This is an optimization exercise on Yosys and OpenROAD, whose aim is small area and few clock cycles, not a production implementation.
Function was checked by simulation only, so behaviour that the tests miss may differ from the original.
Power figures rest on the tool's default switching activity, not on a simulated workload.

## job 147
==> flow/design.v <==
`default_nettype none
package mbpl_pkg;
  localparam int unsigned PATH_DEPTH = 3;
  localparam int unsigned TYPE_REGS = 3;
  localparam logic [1:0] LEN_MAX =
    2'((PATH_DEPTH < TYPE_REGS) ? PATH_DEPTH : TYPE_REGS);
  localparam logic [31:0] HDR_BYTES = 32'd8;
  localparam logic [2:0]  HDR_LAST  = 3'd7;
  localparam logic [1:0] CFG_PATH_LENGTH = 2'd0;
  localparam logic [1:0] CFG_TYPE_FIRST  = 2'd1;
  localparam logic [1:0] CFG_TYPE_SECOND = 2'd2;
  localparam logic [1:0] CFG_TYPE_THIRD  = 2'd3;
  localparam logic [1:0]  RST_PATH_LENGTH = 2'd3;
  localparam logic [31:0] RST_TYPE_FIRST  = 32'h6D6F6F76;
  localparam logic [31:0] RST_TYPE_SECOND = 32'h75647461;
  localparam logic [31:0] RST_TYPE_THIRD  = 32'h7374656D;
  localparam logic [1:0] KIND_PAYLOAD   = 2'd0;
  localparam logic [1:0] KIND_NOT_FOUND = 2'd1;
  localparam logic [1:0] KIND_MALFORMED = 2'd2;
  typedef enum logic [3:0] {
    PH_HEADER  = 4'b0001,
    PH_SKIP    = 4'b0010,
    PH_PAYLOAD = 4'b0100,
    PH_DONE    = 4'b1000
  } phase_t;
  typedef struct packed {
    logic [7:0] data_byte;
    logic       end_of_file;
  } in_item_t;
  typedef struct packed {
    logic [1:0]  result_kind;
    logic [7:0]  payload_byte;
    logic [31:0] payload_size;
    logic        payload_last;
  } result_t;
endpackage
`default_nettype wire
`default_nettype none
import mbpl_pkg::*;
module mbpl_core
(
  input  wire logic        clk,
  input  wire logic        rst_n,
  input  wire logic        cfg_we,
  input  wire logic [1:0]  cfg_index,
  input  wire logic [31:0] cfg_data,
  input  wire logic        step,
  input  wire logic [7:0]  data_byte,
  input  wire logic        end_of_file,
  output logic             res_vld,
  output logic [1:0]       res_kind,
  output logic [7:0]       res_byte,
  output logic [31:0]      res_size,
  output logic             res_last
);
  localparam logic [1:0] P_HDR  = 2'd0;
  localparam logic [1:0] P_SKIP = 2'd1;
  localparam logic [1:0] P_PAY  = 2'd2;
  localparam logic [1:0] P_DONE = 2'd3;
  logic [1:0]  path_len_r;
  logic [31:0] type_first_r, type_second_r, type_third_r;
  logic [1:0]  phase_r, phase_nxt;
  logic [2:0]  hdr_count_r;
  logic [1:0]  depth_r, depth_nxt;
  logic        match_r, match_nxt;
  logic [31:0] ncnt_r, ncnt_nxt;
  logic [31:0] lvl_r, lvl_nxt;
  logic [1:0]  eff_len;
  logic [31:0] want_type;
  logic [7:0]  want_byte;
  logic        byte_hit, type_hit, last_level, bounded;
  logic [32:0] rem;
  logic [31:0] body, ncnt_inc, cnt_r;
  logic        len_short, len_empty, over, cnt_end, cnt_hi0;
  logic        lvl_hi0, lvl_zero, lvl_eight, lvl_out;
  logic        fin, pay;
  logic [1:0]  fin_kind;
  logic [31:0] cfg_d0, cfg_d1;
  logic        cfg_ld_len, cfg_ld_first, cfg_ld_second, cfg_ld_third;
  assign cfg_d0        = cfg_data & {32{rst_n}};
  assign cfg_d1        = cfg_data | {32{!rst_n}};
  assign cfg_ld_len    = !rst_n || (cfg_we && (cfg_index == CFG_PATH_LENGTH));
  assign cfg_ld_first  = !rst_n || (cfg_we && (cfg_index == CFG_TYPE_FIRST));
  assign cfg_ld_second = !rst_n || (cfg_we && (cfg_index == CFG_TYPE_SECOND));
  assign cfg_ld_third  = !rst_n || (cfg_we && (cfg_index == CFG_TYPE_THIRD));
  function automatic logic [31:0] cfg_load(input logic [31:0] dflt,
                                           input logic [31:0] d0,
                                           input logic [31:0] d1);
    cfg_load = (dflt & d1) | (~dflt & d0);
  endfunction
  always_ff @(posedge clk) begin
    if (cfg_ld_len)    path_len_r    <= cfg_load({30'd0, RST_PATH_LENGTH}, cfg_d0, cfg_d1);
    if (cfg_ld_first)  type_first_r  <= cfg_load(RST_TYPE_FIRST, cfg_d0, cfg_d1);
    if (cfg_ld_second) type_second_r <= cfg_load(RST_TYPE_SECOND, cfg_d0, cfg_d1);
    if (cfg_ld_third)  type_third_r  <= cfg_load(RST_TYPE_THIRD, cfg_d0, cfg_d1);
  end
  assign eff_len = (path_len_r == 2'd0) ? 2'd1 : path_len_r;
  always_comb begin
    case (depth_r)
      2'd0:    want_type = type_first_r;
      2'd1:    want_type = type_second_r;
      default: want_type = type_third_r;
    endcase
    case (hdr_count_r[1:0])
      2'd0:    want_byte = want_type[31:24];
      2'd1:    want_byte = want_type[23:16];
      2'd2:    want_byte = want_type[15:8];
      default: want_byte = want_type[7:0];
    endcase
  end
  assign byte_hit   = (data_byte == want_byte);
  assign type_hit   = match_r && byte_hit && (depth_r < eff_len);
  assign last_level = ({1'b0, depth_r} + 3'd1) >= {1'b0, eff_len};
  assign bounded    = (depth_r != 2'd0);
  assign cnt_r = ~ncnt_r;
  always_comb begin
    logic [31:0] inc_in;
    inc_in = (phase_r == P_HDR) ? {ncnt_r[31:3], 3'b111} : ncnt_r;
    for (int i = 0; i < 32; i++) begin
      ncnt_inc[i] = inc_in[i] ^ (&(inc_in | ~((32'd1 << i) - 32'd1)));
    end
  end
  assign body = ~{ncnt_inc[31:3], ncnt_r[2:0]};
  assign rem = {1'b0, lvl_r} + {1'b0, ncnt_r} + 33'd1;
  assign over = !rem[32];
  assign cnt_hi0   = (cnt_r[31:4] == 28'd0);
  assign len_short = cnt_hi0 && !cnt_r[3];
  assign len_empty = cnt_hi0 && (cnt_r[3:0] == 4'd8);
  assign cnt_end   = cnt_hi0 && (cnt_r[3:0] == 4'd9);
  assign lvl_hi0   = (lvl_r[31:4] == 28'd0);
  assign lvl_zero  = lvl_hi0 && (lvl_r[3:0] == 4'd0);
  assign lvl_eight = lvl_hi0 && (lvl_r[3:0] == 4'd8);
  assign lvl_out   = lvl_hi0 && (lvl_r[3:0] == {1'b0, hdr_count_r} + 4'd1);
  always_comb begin
    phase_nxt = phase_r;
    depth_nxt = depth_r;
    match_nxt = match_r;
    ncnt_nxt  = ncnt_r;
    lvl_nxt   = lvl_r;
    fin       = 1'b0;
    fin_kind  = KIND_NOT_FOUND;
    case (phase_r)
      P_HDR: begin
        if (!hdr_count_r[2]) begin
          ncnt_nxt = {ncnt_r[23:0], ~data_byte};
        end else begin
          match_nxt = (match_r || (hdr_count_r[1:0] == 2'd0)) && byte_hit;
        end
        if (hdr_count_r != HDR_LAST) begin
          if (bounded && lvl_out) begin
            fin      = 1'b1;
            fin_kind = KIND_MALFORMED;
          end
        end else begin
          if (len_short || (bounded && over)) begin
            fin      = 1'b1;
            fin_kind = KIND_MALFORMED;
          end else if (type_hit) begin
            lvl_nxt = body;
            if (len_empty) begin
              fin = 1'b1;
            end else if (last_level) begin
              phase_nxt = P_PAY;
            end else begin
              depth_nxt = depth_r + 2'd1;
            end
          end else begin
            lvl_nxt = rem[31:0];
            if (!len_empty) begin
              phase_nxt = P_SKIP;
            end else if (bounded && lvl_eight) begin
              fin = 1'b1;
            end
          end
        end
      end
      P_SKIP: begin
        ncnt_nxt = ncnt_inc;
        if (cnt_end) begin
          phase_nxt = P_HDR;
          if (bounded && lvl_zero) begin
            fin = 1'b1;
          end
        end
      end
      P_PAY: begin
        ncnt_nxt = ncnt_inc;
        if (cnt_end) begin
          phase_nxt = P_DONE;
        end
      end
      default: ;
    endcase
    if (fin) begin
      phase_nxt = P_DONE;
    end
    pay      = (phase_r == P_PAY) && (cnt_end || !end_of_file);
    res_vld  = fin || (phase_r == P_PAY) || (end_of_file && (phase_r != P_DONE));
    res_kind = {fin && (fin_kind == KIND_MALFORMED),
                !pay && !(fin && (fin_kind == KIND_MALFORMED))};
    res_byte = pay ? data_byte : 8'd0;
    res_size = pay ? lvl_r : 32'd0;
    res_last = pay && cnt_end;
    if (end_of_file) begin
      phase_nxt = P_HDR;
      depth_nxt = 2'd0;
    end
  end
  always_ff @(posedge clk) begin
    if (!rst_n) begin
      phase_r     <= P_HDR;
      hdr_count_r <= 3'd0;
      depth_r     <= 2'd0;
    end else if (step) begin
      phase_r     <= phase_nxt;
      hdr_count_r <= (end_of_file || (phase_r != P_HDR)) ? 3'd0 : hdr_count_r + 3'd1;
      depth_r     <= depth_nxt;
    end
  end
  always_ff @(posedge clk) begin
    if (step) begin
      match_r <= match_nxt;
      ncnt_r  <= ncnt_nxt;
      lvl_r   <= lvl_nxt;
    end
  end
endmodule
`default_nettype wire
`default_nettype none
import mbpl_pkg::*;
module media_box_path_locator_unit
(
  input  wire logic        clk,
  input  wire logic        rst_n,
  input  wire logic        in_valid,
  output logic             in_stall,
  input  wire logic [7:0]  in_data_byte,
  input  wire logic        in_end_of_file,
  output logic             out_valid,
  input  wire logic        out_stall,
  output logic [1:0]       out_result_kind,
  output logic [7:0]       out_payload_byte,
  output logic [31:0]      out_payload_size,
  output logic             out_payload_last,
  input  wire logic        cfg_valid,
  output logic             cfg_ready,
  input  wire logic [1:0]  cfg_index,
  input  wire logic [31:0] cfg_data
);
  logic res_vld, step;
  assign cfg_ready = 1'b1;
  assign out_valid = in_valid && res_vld;
  assign in_stall  = res_vld && out_stall;
  assign step      = in_valid && !in_stall;
  mbpl_core u_core (
    .clk         (clk),
    .rst_n       (rst_n),
    .cfg_we      (cfg_valid && cfg_ready),
    .cfg_index   (cfg_index),
    .cfg_data    (cfg_data),
    .step        (step),
    .data_byte   (in_data_byte),
    .end_of_file (in_end_of_file),
    .res_vld     (res_vld),
    .res_kind    (out_result_kind),
    .res_byte    (out_payload_byte),
    .res_size    (out_payload_size),
    .res_last    (out_payload_last)
  );
endmodule
`default_nettype wire
make LEC_CHECK=0 CAP_MARGIN=20 CORE_MARGIN=2 CORE_UTILIZATION=40 SLEW_MARGIN=20 finish   # period 6.0 ns
run.sh (not shown) runs the stock make flow with config.mk's settings and CLKGATE_MAP_FILE= SYNTH_SCRIPT=/design/flow/synth_recipe.tcl, a recipe that flattens the netlist after the stock synthesis.
Job 147 finished every step from synthesis to the final layout, and the layout passed the timing, DRC and antenna checks.
Testbench counts of job 147, summed over its fixed seeds: cycles 73,859.
The inputs of job 1978 differ from those of job 147 as listed below.
--- a/flow/design.v
+++ b/flow/design.v
@@ -112,23 +112,34 @@
   assign type_hit   = match_r && byte_hit && (depth_r < eff_len);
   assign last_level = ({1'b0, depth_r} + 3'd1) >= {1'b0, eff_len};
   assign bounded    = (depth_r != 2'd0);
   assign cnt_r = ~ncnt_r;
   always_comb begin
     logic [31:0] inc_in;
+    logic        carry;
     inc_in = (phase_r == P_HDR) ? {ncnt_r[31:3], 3'b111} : ncnt_r;
+    carry  = 1'b1;
     for (int i = 0; i < 32; i++) begin
-      ncnt_inc[i] = inc_in[i] ^ (&(inc_in | ~((32'd1 << i) - 32'd1)));
+      ncnt_inc[i] = inc_in[i] ^ carry;
+      carry       = carry && inc_in[i];
     end
   end
   assign body = ~{ncnt_inc[31:3], ncnt_r[2:0]};
-  assign rem = {1'b0, lvl_r} + {1'b0, ncnt_r} + 33'd1;
-  assign over = !rem[32];
+  always_comb begin
+    logic carry;
+    carry = 1'b1;
+    for (int i = 0; i < 32; i++) begin
+      rem[i] = lvl_r[i] ^ ncnt_r[i] ^ carry;
+      carry  = (lvl_r[i] && ncnt_r[i]) || ((lvl_r[i] ^ ncnt_r[i]) && carry);
+    end
+    rem[32] = !carry;
+  end
   assign cnt_hi0   = (cnt_r[31:4] == 28'd0);
   assign len_short = cnt_hi0 && !cnt_r[3];
   assign len_empty = cnt_hi0 && (cnt_r[3:0] == 4'd8);
+  assign over      = rem[32];
   assign cnt_end   = cnt_hi0 && (cnt_r[3:0] == 4'd9);
   assign lvl_hi0   = (lvl_r[31:4] == 28'd0);
   assign lvl_zero  = lvl_hi0 && (lvl_r[3:0] == 4'd0);
   assign lvl_eight = lvl_hi0 && (lvl_r[3:0] == 4'd8);
   assign lvl_out   = lvl_hi0 && (lvl_r[3:0] == {1'b0, hdr_count_r} + 4'd1);
   always_comb begin
### Flow results
Although it ran to completion, job 1978 produced a layout that fails the final checks because of negative setup slack. Diff job 147 -> job 1978 | combinational share of power | decrease of 0.5 points. When job 1978 is measured against job 147, its sequential share of layout area turns out 0.54 points lower. The total negative slack for setup checks reported for job 1978 is smaller than that of job 147 by 604.12 ns. Job 1978 vs job 147: cell count down. The run with more routed wire is job 147, not job 1978. Diff job 147 -> job 1978 | routability congestion estimate from global placement | decrease of 2.2%. Job 1978 — largest fanout on the critical path 20 lower, job 147 as reference. Relative area change from synthesis to final layout was higher in job 1978 than in job 147. Looking at non-clock buffer count across job 147 and job 1978, the one that comes out lower is job 147.
Testbench counts of job 1978, summed over its fixed seeds: cycles 73,859.

==> separate check: timing with driven ports <==
No port has a modelled driver above. Below, the same layouts with a new extraction and two added sets of constraints.
Step 1 (the two cells are an assumption about what drives the block):
set clk [get_ports {clk}]
set_driving_cell -lib_cell sky130_fd_sc_hd__clkbuf_16 $clk
set_driving_cell -lib_cell sky130_fd_sc_hd__buf_2 [delete_from_list [all_inputs] $clk]
Step 2 times the ports against the registers' clock, not the clock port: input delays grow and output delays shrink by t, the midpoint of the rising clock arrivals with the driver on.
Three values: no drivers, after step 1, after step 2; two values: the first two.
run	t (ns)	setup WS [ns]	worst register clock-pin slew, ns	pins driven straight from the clock port
job 147	0.475	0.315 / 0.268 / 0.743	0.08 / 0.08	1
job 1978	0.485	-8.419 / -8.466 / -7.981	0.08 / 0.08	1
